This design comes from an exercise in tuning for a short achievable clock period and few clock cycles per item on the open sky130 flow, not from production work.
Function was checked by simulation only, so behaviour that the tests miss may differ from the original.

==> job 7575 <==
## ex_stage
module ex_stage (
  input  logic        clk,
  input  logic        rst,
  input  logic        stall_hold,
  input  logic [4:0]  exec_in,
  input  logic [2:0]  funct3_in,
  input  logic [4:0]  rdest_in,
  input  logic [31:0] rs1_in,
  input  logic [31:0] rs2_in,
  input  logic [31:0] imm_in,
  input  logic [31:0] addr_in,
  input  logic        we_in,
  input  logic        mux_in,
  output logic [4:0]  ex_rdest_out,
  output logic [31:0] ex_wdata_out,
  output logic        ex_we_out,
  output logic        mem_re_out,
  output logic        mem_we_out,
  output logic [31:0] mem_addr_out,
  output logic [31:0] mem_wdata_out,
  output logic [2:0]  mem_funct3_out,
  output logic        branch_taken_out,
  output logic [31:0] branch_target_out,
  output logic        stall_req_out
);
  ex_stage_pkg::exec_e w_op;
  logic [31:0] w_op2;
  logic        w_mul_op;
  logic [32:0] w_mul_a;
  logic [32:0] w_mul_b;
  logic [63:0] w_prod;
  logic        r_mul_done;
  logic        w_div_op;
  logic        w_div_busy;
  logic        w_div_done;
  logic [31:0] w_div_result;
  assign w_op  = ex_stage_pkg::exec_e'(exec_in);
  assign w_op2 = mux_in ? imm_in : rs2_in;
  ...
==> module ex_divider, before the edit <==
module ex_divider #(
  parameter int STEPS = 2                       
) (
  input  logic        clk,
  input  logic        rst,
  input  logic        start,
  input  logic        is_signed,
  input  logic        want_rem,
  input  logic [31:0] a,
  input  logic [31:0] b,
  input  logic        hold,
  output logic        busy,
  output logic        done,
  output logic [31:0] result
);
  localparam int B   = 2 * STEPS;               
  localparam int NC  = (32 + B - 1) / B;        
  localparam int QW  = B * NC;                  
  localparam int CW  = $clog2(NC + 1);
  ex_stage_pkg::div_state_e r_state;
  ex_stage_pkg::div_state_e w_next;
  logic [CW-1:0] r_cnt;        
  logic [QW-1:0] r_q;          
  logic [31:0]   r_r;          
  logic [31:0]   r_den;        
  logic [33:0]   r_den3;       
  logic          r_neg_q;
  logic          r_neg_r;
  logic          r_want_rem;
  logic          w_div_zero;
  logic [31:0]   w_mag_b;
  logic [33:0]   w_den3;
  logic [CW-1:0] w_c;
  logic [31:0]   w_r0;
  logic [QW-1:0] w_q0;
  logic [31:0]   w_r_next;
  logic [QW-1:0] w_q_next;
  ex_div_init #(.B(B), .NC(NC), .QW(QW), .CW(CW)) u_init (
    .is_signed (is_signed),
    .a         (a),
    .b         (b),
    .div_zero  (w_div_zero),
    .mag_b     (w_mag_b),
    .den3      (w_den3),
    .c         (w_c),
    .r0        (w_r0),
    .q0        (w_q0)
  );
  ex_div_steps #(.STEPS(STEPS), .QW(QW)) u_steps (
    .r      (r_r),
    .q      (r_q),
    .den    (r_den),
    .den3   (r_den3),
    .r_next (w_r_next),
    .q_next (w_q_next)
  );
  always_comb begin
    w_next = r_state;
    case (r_state)
      ex_stage_pkg::DIV_IDLE: if (start) w_next = (w_c == '0) ? ex_stage_pkg::DIV_DONE : ex_stage_pkg::DIV_BUSY;
      ex_stage_pkg::DIV_BUSY: if (r_cnt == CW'(1)) w_next = ex_stage_pkg::DIV_DONE;
      ex_stage_pkg::DIV_DONE: if (!hold) w_next = ex_stage_pkg::DIV_IDLE;
      default:  w_next = ex_stage_pkg::DIV_IDLE;
    endcase
  end
  always_ff @(posedge clk) begin
    if (rst) r_state <= ex_stage_pkg::DIV_IDLE;
    else     r_state <= w_next;
  end
  always_ff @(posedge clk) begin
    case (r_state)
      ex_stage_pkg::DIV_IDLE: begin
        r_want_rem <= want_rem;
        r_cnt      <= w_c;
        r_r        <= w_r0;
        r_q        <= w_q0;
        r_den      <= w_mag_b;
        r_den3     <= w_den3;
        r_neg_q    <= is_signed && (a[31] ^ b[31]) && !w_div_zero;
        r_neg_r    <= is_signed && a[31];
      end
      ex_stage_pkg::DIV_BUSY: begin
        r_cnt <= r_cnt - CW'(1);
        r_r   <= w_r_next;
        r_q   <= w_q_next;
      end
      default: ;
    endcase
  end
  assign busy   = ((r_state == ex_stage_pkg::DIV_IDLE) && start) || (r_state == ex_stage_pkg::DIV_BUSY);
  assign done   = (r_state == ex_stage_pkg::DIV_DONE);
  assign result = r_want_rem ? (r_neg_r ? (32'd0 - r_r) : r_r)
                             : (r_neg_q ? (32'd0 - r_q[31:0]) : r_q[31:0]);
endmodule
==> module ex_div_init, before the edit <==
module ex_div_init #(
  parameter int B  = 4,
  parameter int NC = 8,
  parameter int QW = 32,
  parameter int CW = 4
) (
  input  logic          is_signed,
  input  logic [31:0]   a,
  input  logic [31:0]   b,
  output logic          div_zero,
  output logic [31:0]   mag_b,
  output logic [33:0]   den3,
  output logic [CW-1:0] c,
  output logic [31:0]   r0,
  output logic [QW-1:0] q0
);
  logic          sa, sb;
  logic [31:0]   mag_a;
  logic [NC-1:0] fits;         
  assign sa       = is_signed && a[31];
  assign sb       = is_signed && b[31];
  assign div_zero = (b == 32'd0);
  assign mag_a    = sa ? (32'd0 - a) : a;
  assign mag_b    = sb ? (32'd0 - b) : b;
  assign den3     = {2'b0, mag_b} + {1'b0, mag_b, 1'b0};
  for (genvar k = 0; k < NC; k++) begin : g_fit
    ex_div_fit #(.SH(B * k)) u_fit (
      .a1 (a ^ {32{sa}}),
      .b1 (b ^ {32{sb}}),
      .sa (sa),
      .sb (sb),
      .fit(fits[k])
    );
  end
  always_comb begin
    c = CW'(NC);
    for (int k = NC - 1; k >= 0; k--) if (fits[k]) c = CW'(k);
    if (div_zero) c = '0;
    r0 = 32'd0;
    q0 = QW'(mag_a);
    for (int k = 0; k < NC; k++) begin
      if (c == CW'(k)) begin
        r0 = mag_a >> (B * k);
        q0 = QW'(mag_a) << (QW - B * k);
      end
    end
    if (div_zero) q0 = {QW{1'b1}};
  end
endmodule
==> module ex_div_steps, before the edit <==
module ex_div_steps #(
  parameter int STEPS = 2,
  parameter int QW    = 32
) (
  input  logic [31:0]   r,
  input  logic [QW-1:0] q,
  input  logic [31:0]   den,
  input  logic [33:0]   den3,
  output logic [31:0]   r_next,
  output logic [QW-1:0] q_next
);
  always_comb begin
    logic [31:0]   rs;
    logic [QW-1:0] qs;
    logic [33:0]   rr;
    logic [34:0]   t1, t2, t3;
    rs = r;
    qs = q;
    for (int s = 0; s < STEPS; s++) begin
      rr = {rs, qs[QW-1:QW-2]};
      t1 = {1'b0, rr} - {3'b0, den};
      t2 = {1'b0, rr} - {2'b0, den, 1'b0};
      t3 = {1'b0, rr} - {1'b0, den3};
      if (!t3[34])      begin rs = t3[31:0]; qs = {qs[QW-3:0], 2'd3}; end
      else if (!t2[34]) begin rs = t2[31:0]; qs = {qs[QW-3:0], 2'd2}; end
      else if (!t1[34]) begin rs = t1[31:0]; qs = {qs[QW-3:0], 2'd1}; end
      else              begin rs = rr[31:0]; qs = {qs[QW-3:0], 2'd0}; end
    end
    r_next = rs;
    q_next = qs;
  end
endmodule
export LEC_CHECK = 0
export CAP_MARGIN = 20
export CORE_MARGIN = 2
export CORE_UTILIZATION = 40
export SETUP_SLACK_MARGIN = 0.5
export SLEW_MARGIN = 20
export SYNTH_HIERARCHICAL = 1
export SYNTH_MINIMUM_KEEP_SIZE = 0
create_clock -name core_clock -period 16.0 [get_ports {clk}]
standard.sh (not shown) runs the stock make flow with config.mk's settings and CLKGATE_MAP_FILE= SYNTH_SCRIPT=/design/flow/synth_recipe.tcl, a recipe that flattens the netlist after the stock synthesis.
==> flow/flow/run.sh <==
#!/bin/bash
# Layout flow: the standard ORFS flow (standard.sh) with these changes:
#  (synthesis itself is the standard one)
#  - port buffers are buf_4 instead of the default delay-buffer pick, and the
#    resizer may change a cell's footprint;
#  - timing repair aims for a larger setup margin, so that it keeps improving
#    paths well past the (loose) 16 ns clock.
# Everything else (SDC, floorplan, power grid, CTS, routing) is the standard flow.
set -euo pipefail
bash standard.sh \
  MATCH_CELL_FOOTPRINT=0 \
  "BUFFER_PORTS_ARGS=-buffer_cell sky130_fd_sc_hd__buf_4" \
  SETUP_SLACK_MARGIN=8 \
  finish > flow_make.log 2>&1
==> job 1807: changes against job 7575 <==
--- a/flow/design.v
+++ b/flow/design.v
@@ -45,4 +45,5 @@
 `default_nettype none
 module ex_divider #(
+  parameter int RB    = 4,                      
   parameter int STEPS = 2                       
 ) (
@@ -59,42 +60,40 @@
   output logic [31:0] result
 );
-  localparam int B   = 2 * STEPS;               
+  localparam int B   = RB * STEPS;              
   localparam int NC  = (32 + B - 1) / B;        
   localparam int QW  = B * NC;                  
   localparam int CW  = $clog2(NC + 1);
+  localparam int MW  = 32 + RB;                 
+  localparam int NO  = 1 << (RB - 1);           
   ex_stage_pkg::div_state_e r_state;
   ex_stage_pkg::div_state_e w_next;
-  logic [CW-1:0] r_cnt;        
-  logic [QW-1:0] r_q;          
-  logic [31:0]   r_r;          
-  logic [31:0]   r_den;        
-  logic [33:0]   r_den3;       
-  logic          r_neg_q;
-  logic          r_neg_r;
-  logic          r_want_rem;
-  logic          w_div_zero;
-  logic [31:0]   w_mag_b;
-  logic [33:0]   w_den3;
-  logic [CW-1:0] w_c;
-  logic [31:0]   w_r0;
-  logic [QW-1:0] w_q0;
-  logic [31:0]   w_r_next;
-  logic [QW-1:0] w_q_next;
-  ex_div_init #(.B(B), .NC(NC), .QW(QW), .CW(CW)) u_init (
+  logic [CW-1:0]    r_cnt;       
+  logic [QW-1:0]    r_q;         
+  logic [31:0]      r_r;         
+  logic [NO*MW-1:0] r_odd;       
+  logic             r_neg_q;
+  logic             r_neg_r;
+  logic             r_want_rem;
+  logic             w_div_zero;
+  logic [NO*MW-1:0] w_odd;
+  logic [CW-1:0]    w_c;
+  logic [31:0]      w_r0;
+  logic [QW-1:0]    w_q0;
+  logic [31:0]      w_r_next;
+  logic [QW-1:0]    w_q_next;
+  ex_div_init #(.B(B), .NC(NC), .QW(QW), .CW(CW), .RB(RB)) u_init (
     .is_signed (is_signed),
     .a         (a),
     .b         (b),
     .div_zero  (w_div_zero),
-    .mag_b     (w_mag_b),
-    .den3      (w_den3),
+    .odd       (w_odd),
     .c         (w_c),
     .r0        (w_r0),
     .q0        (w_q0)
   );
-  ex_div_steps #(.STEPS(STEPS), .QW(QW)) u_steps (
+  ex_div_steps #(.RB(RB), .STEPS(STEPS), .QW(QW)) u_steps (
     .r      (r_r),
     .q      (r_q),
-    .den    (r_den),
-    .den3   (r_den3),
+    .odd    (r_odd),
     .r_next (w_r_next),
     .q_next (w_q_next)
@@ -120,6 +119,5 @@
         r_r        <= w_r0;
         r_q        <= w_q0;
-        r_den      <= w_mag_b;
-        r_den3     <= w_den3;
+        r_odd      <= w_odd;
         r_neg_q    <= is_signed && (a[31] ^ b[31]) && !w_div_zero;
         r_neg_r    <= is_signed && a[31];
@@ -139,21 +137,24 @@
 endmodule
 module ex_div_init #(
-  parameter int B  = 4,
-  parameter int NC = 8,
+  parameter int B  = 8,
+  parameter int NC = 4,
   parameter int QW = 32,
-  parameter int CW = 4
+  parameter int CW = 3,
+  parameter int RB = 4
 ) (
-  input  logic          is_signed,
-  input  logic [31:0]   a,
-  input  logic [31:0]   b,
-  output logic          div_zero,
-  output logic [31:0]   mag_b,
-  output logic [33:0]   den3,
-  output logic [CW-1:0] c,
-  output logic [31:0]   r0,
-  output logic [QW-1:0] q0
+  input  logic                         is_signed,
+  input  logic [31:0]                  a,
+  input  logic [31:0]                  b,
+  output logic                         div_zero,
+  output logic [(1<<(RB-1))*(32+RB)-1:0] odd,
+  output logic [CW-1:0]                c,
+  output logic [31:0]                  r0,
+  output logic [QW-1:0]                q0
 );
+  localparam int MW = 32 + RB;
+  localparam int NO = 1 << (RB - 1);
   logic          sa, sb;
   logic [31:0]   mag_a;
+  logic [31:0]   mag_b;
   logic [NC-1:0] fits;         
   assign sa       = is_signed && a[31];
@@ -162,5 +163,7 @@
   assign mag_a    = sa ? (32'd0 - a) : a;
   assign mag_b    = sb ? (32'd0 - b) : b;
-  assign den3     = {2'b0, mag_b} + {1'b0, mag_b, 1'b0};
+  for (genvar i = 0; i < NO; i++) begin : g_odd
+    ex_div_mult #(.K(2 * i + 1), .W(MW)) u_mult (.d(mag_b), .m(odd[MW*i +: MW]));
+  end
   for (genvar k = 0; k < NC; k++) begin : g_fit
     ex_div_fit #(.SH(B * k)) u_fit (
@@ -187,4 +190,23 @@
   end
 endmodule
+module ex_div_mult #(
+  parameter int K = 1,
+  parameter int W = 36
+) (
+  input  logic [31:0]  d,
+  output logic [W-1:0] m
+);
+  logic [W-1:0] x;
+  assign x = W'(d);
+  if (K == 1)       begin : g1  assign m = x; end
+  else if (K == 3)  begin : g3  assign m = (x << 1) + x; end
+  else if (K == 5)  begin : g5  assign m = (x << 2) + x; end
+  else if (K == 7)  begin : g7  assign m = (x << 3) - x; end
+  else if (K == 9)  begin : g9  assign m = (x << 3) + x; end
+  else if (K == 11) begin : g11 assign m = (x << 3) + (x << 1) + x; end
+  else if (K == 13) begin : g13 assign m = (x << 3) + (x << 2) + x; end
+  else if (K == 15) begin : g15 assign m = (x << 4) - x; end
+  else              begin : gk  assign m = W'(K) * x; end
+endmodule
 module ex_div_fit #(
   parameter int SH = 0
@@ -207,30 +229,45 @@
 endmodule
 module ex_div_steps #(
+  parameter int RB    = 4,
   parameter int STEPS = 2,
   parameter int QW    = 32
 ) (
-  input  logic [31:0]   r,
-  input  logic [QW-1:0] q,
-  input  logic [31:0]   den,
-  input  logic [33:0]   den3,
-  output logic [31:0]   r_next,
-  output logic [QW-1:0] q_next
+  input  logic [31:0]                    r,
+  input  logic [QW-1:0]                  q,
+  input  logic [(1<<(RB-1))*(32+RB)-1:0] odd,
+  output logic [31:0]                    r_next,
+  output logic [QW-1:0]                  q_next
 );
+  localparam int MW = 32 + RB;
+  localparam int NM = (1 << RB) - 1;
+  logic [MW-1:0] mult [1:NM];
+  for (genvar k = 1; k <= NM; k++) begin : g_mult
+    localparam int TZ = (k % 2 == 1) ? 0 : (k % 4 == 2) ? 1 : (k % 8 == 4) ? 2 : 3;
+    localparam int OI = (k >> TZ) >> 1;
+    assign mult[k] = odd[MW*OI +: MW] << TZ;
+  end
   always_comb begin
     logic [31:0]   rs;
     logic [QW-1:0] qs;
-    logic [33:0]   rr;
-    logic [34:0]   t1, t2, t3;
+    logic [MW-1:0] rr;
+    logic [MW:0]   t [1:NM];
+    logic [NM+1:1] ge;
     rs = r;
     qs = q;
     for (int s = 0; s < STEPS; s++) begin
-      rr = {rs, qs[QW-1:QW-2]};
-      t1 = {1'b0, rr} - {3'b0, den};
-      t2 = {1'b0, rr} - {2'b0, den, 1'b0};
-      t3 = {1'b0, rr} - {1'b0, den3};
-      if (!t3[34])      begin rs = t3[31:0]; qs = {qs[QW-3:0], 2'd3}; end
-      else if (!t2[34]) begin rs = t2[31:0]; qs = {qs[QW-3:0], 2'd2}; end
-      else if (!t1[34]) begin rs = t1[31:0]; qs = {qs[QW-3:0], 2'd1}; end
-      else              begin rs = rr[31:0]; qs = {qs[QW-3:0], 2'd0}; end
+      rr = {rs, qs[QW-1 -: RB]};
+      for (int k = 1; k <= NM; k++) begin
+        t[k]  = {1'b0, rr} - {1'b0, mult[k]};
+        ge[k] = !t[k][MW];
+      end
+      ge[NM+1] = 1'b0;
+      qs = qs << RB;
+      rs = rr[31:0];
+      for (int k = 1; k <= NM; k++) begin
+        if (ge[k] && !ge[k+1]) begin
+          rs = t[k][31:0];
+          qs[RB-1:0] = RB'(k);
+        end
+      end
     end
     r_next = rs;
==> flow/flow/run.sh (replaced) <==
#!/bin/bash
# Layout flow: the standard ORFS flow (standard.sh), synthesis included,
# with these changes:
#  - port buffers are buf_4 instead of the default delay-buffer pick, and the
#    resizer may change a cell's footprint;
#  - timing repair aims for a larger setup margin, so that it keeps improving
#    paths well past the (loose) 16 ns clock;
#  - after global routing's timing repair, one more design repair for slew
#    and capacitance (flow/post_grt.tcl).
# Everything else (SDC, floorplan, power grid, CTS, routing) is the standard flow.
set -euo pipefail
bash standard.sh \
  MATCH_CELL_FOOTPRINT=0 \
  "BUFFER_PORTS_ARGS=-buffer_cell sky130_fd_sc_hd__buf_4" \
  SETUP_SLACK_MARGIN=8 \
  POST_GLOBAL_ROUTE_TCL="$(pwd)/flow/post_grt.tcl" \
  finish > flow_make.log 2>&1
==> flow/flow/post_grt.tcl (new file) <==
# Hook run by ORFS at the end of global routing (POST_GLOBAL_ROUTE_TCL).
# The setup repair before it may leave a net above the slew/capacitance
# limits; fix those with one more design repair, legalize, and update the
# global routes and guides incrementally.
global_route -start_incremental
repair_design -verbose -slew_margin 30 -cap_margin 30
detailed_placement
global_route -end_incremental
estimate_parasitics -global_routing
report_check_types -max_slew -max_capacitance -violators
write_guides $::env(RESULTS_DIR)/route.guide
==> notes <==
- Job 1807 passed the timing, design-rule and antenna checks. Job 7575 completed, yet does not pass: capacitance limit, slew limit.
- Of job 1807 and job 7575, job 1807 has the higher worst hold slack (gap 5.0 ps).
- Against job 7575, the global-route usage of job 1807 is higher by 13 points.
- Of job 1807 and job 7575, job 1807 has the higher flip-flop and latch count (gap 221).
- Between job 7575 and job 1807, the lower die area is in job 7575 (gap about 35%, measured against job 1807).
Testbench counts of job 7575, summed over its fixed seeds: cycles 95,465, instrs 80,000.
Testbench counts of job 1807, summed over its fixed seeds: cycles 94,098, instrs 80,000.

afterwards: timing with drivers on the ports:
How much do the figures lean on ideal ports? The routed layouts below were timed once more, with nothing changed but the port constraints.
Step 1 (the two cells are an assumption about what drives the block):
set clk [get_ports {clk}]
set_driving_cell -lib_cell sky130_fd_sc_hd__clkbuf_16 $clk
set_driving_cell -lib_cell sky130_fd_sc_hd__buf_2 [delete_from_list [all_inputs] $clk]
Step 2 times the ports against the registers' clock, not the clock port: input delays grow and output delays shrink by t, the midpoint of the rising clock arrivals with the driver on.
a / b / c = no drivers / after step 1 / after step 2; a / b = the first two.
| run | t (ns) | slack for setup (ns) | worst setup path after step 2 | latest minus earliest clock arrival (ns) |
|---|---|---|---|---|
| job 7575 | 0.728 | 6.396 / 6.211 / 6.211 | input to output | 0.034 / 0.035 |
| job 1807 | 1.042 | 6.649 / 6.392 / 6.392 | input to output | 0.138 / 0.139 |
For job 1807, which loses most, drivers alone change the setup slack by -0.257 ns; drivers and shift together by -0.257 ns.
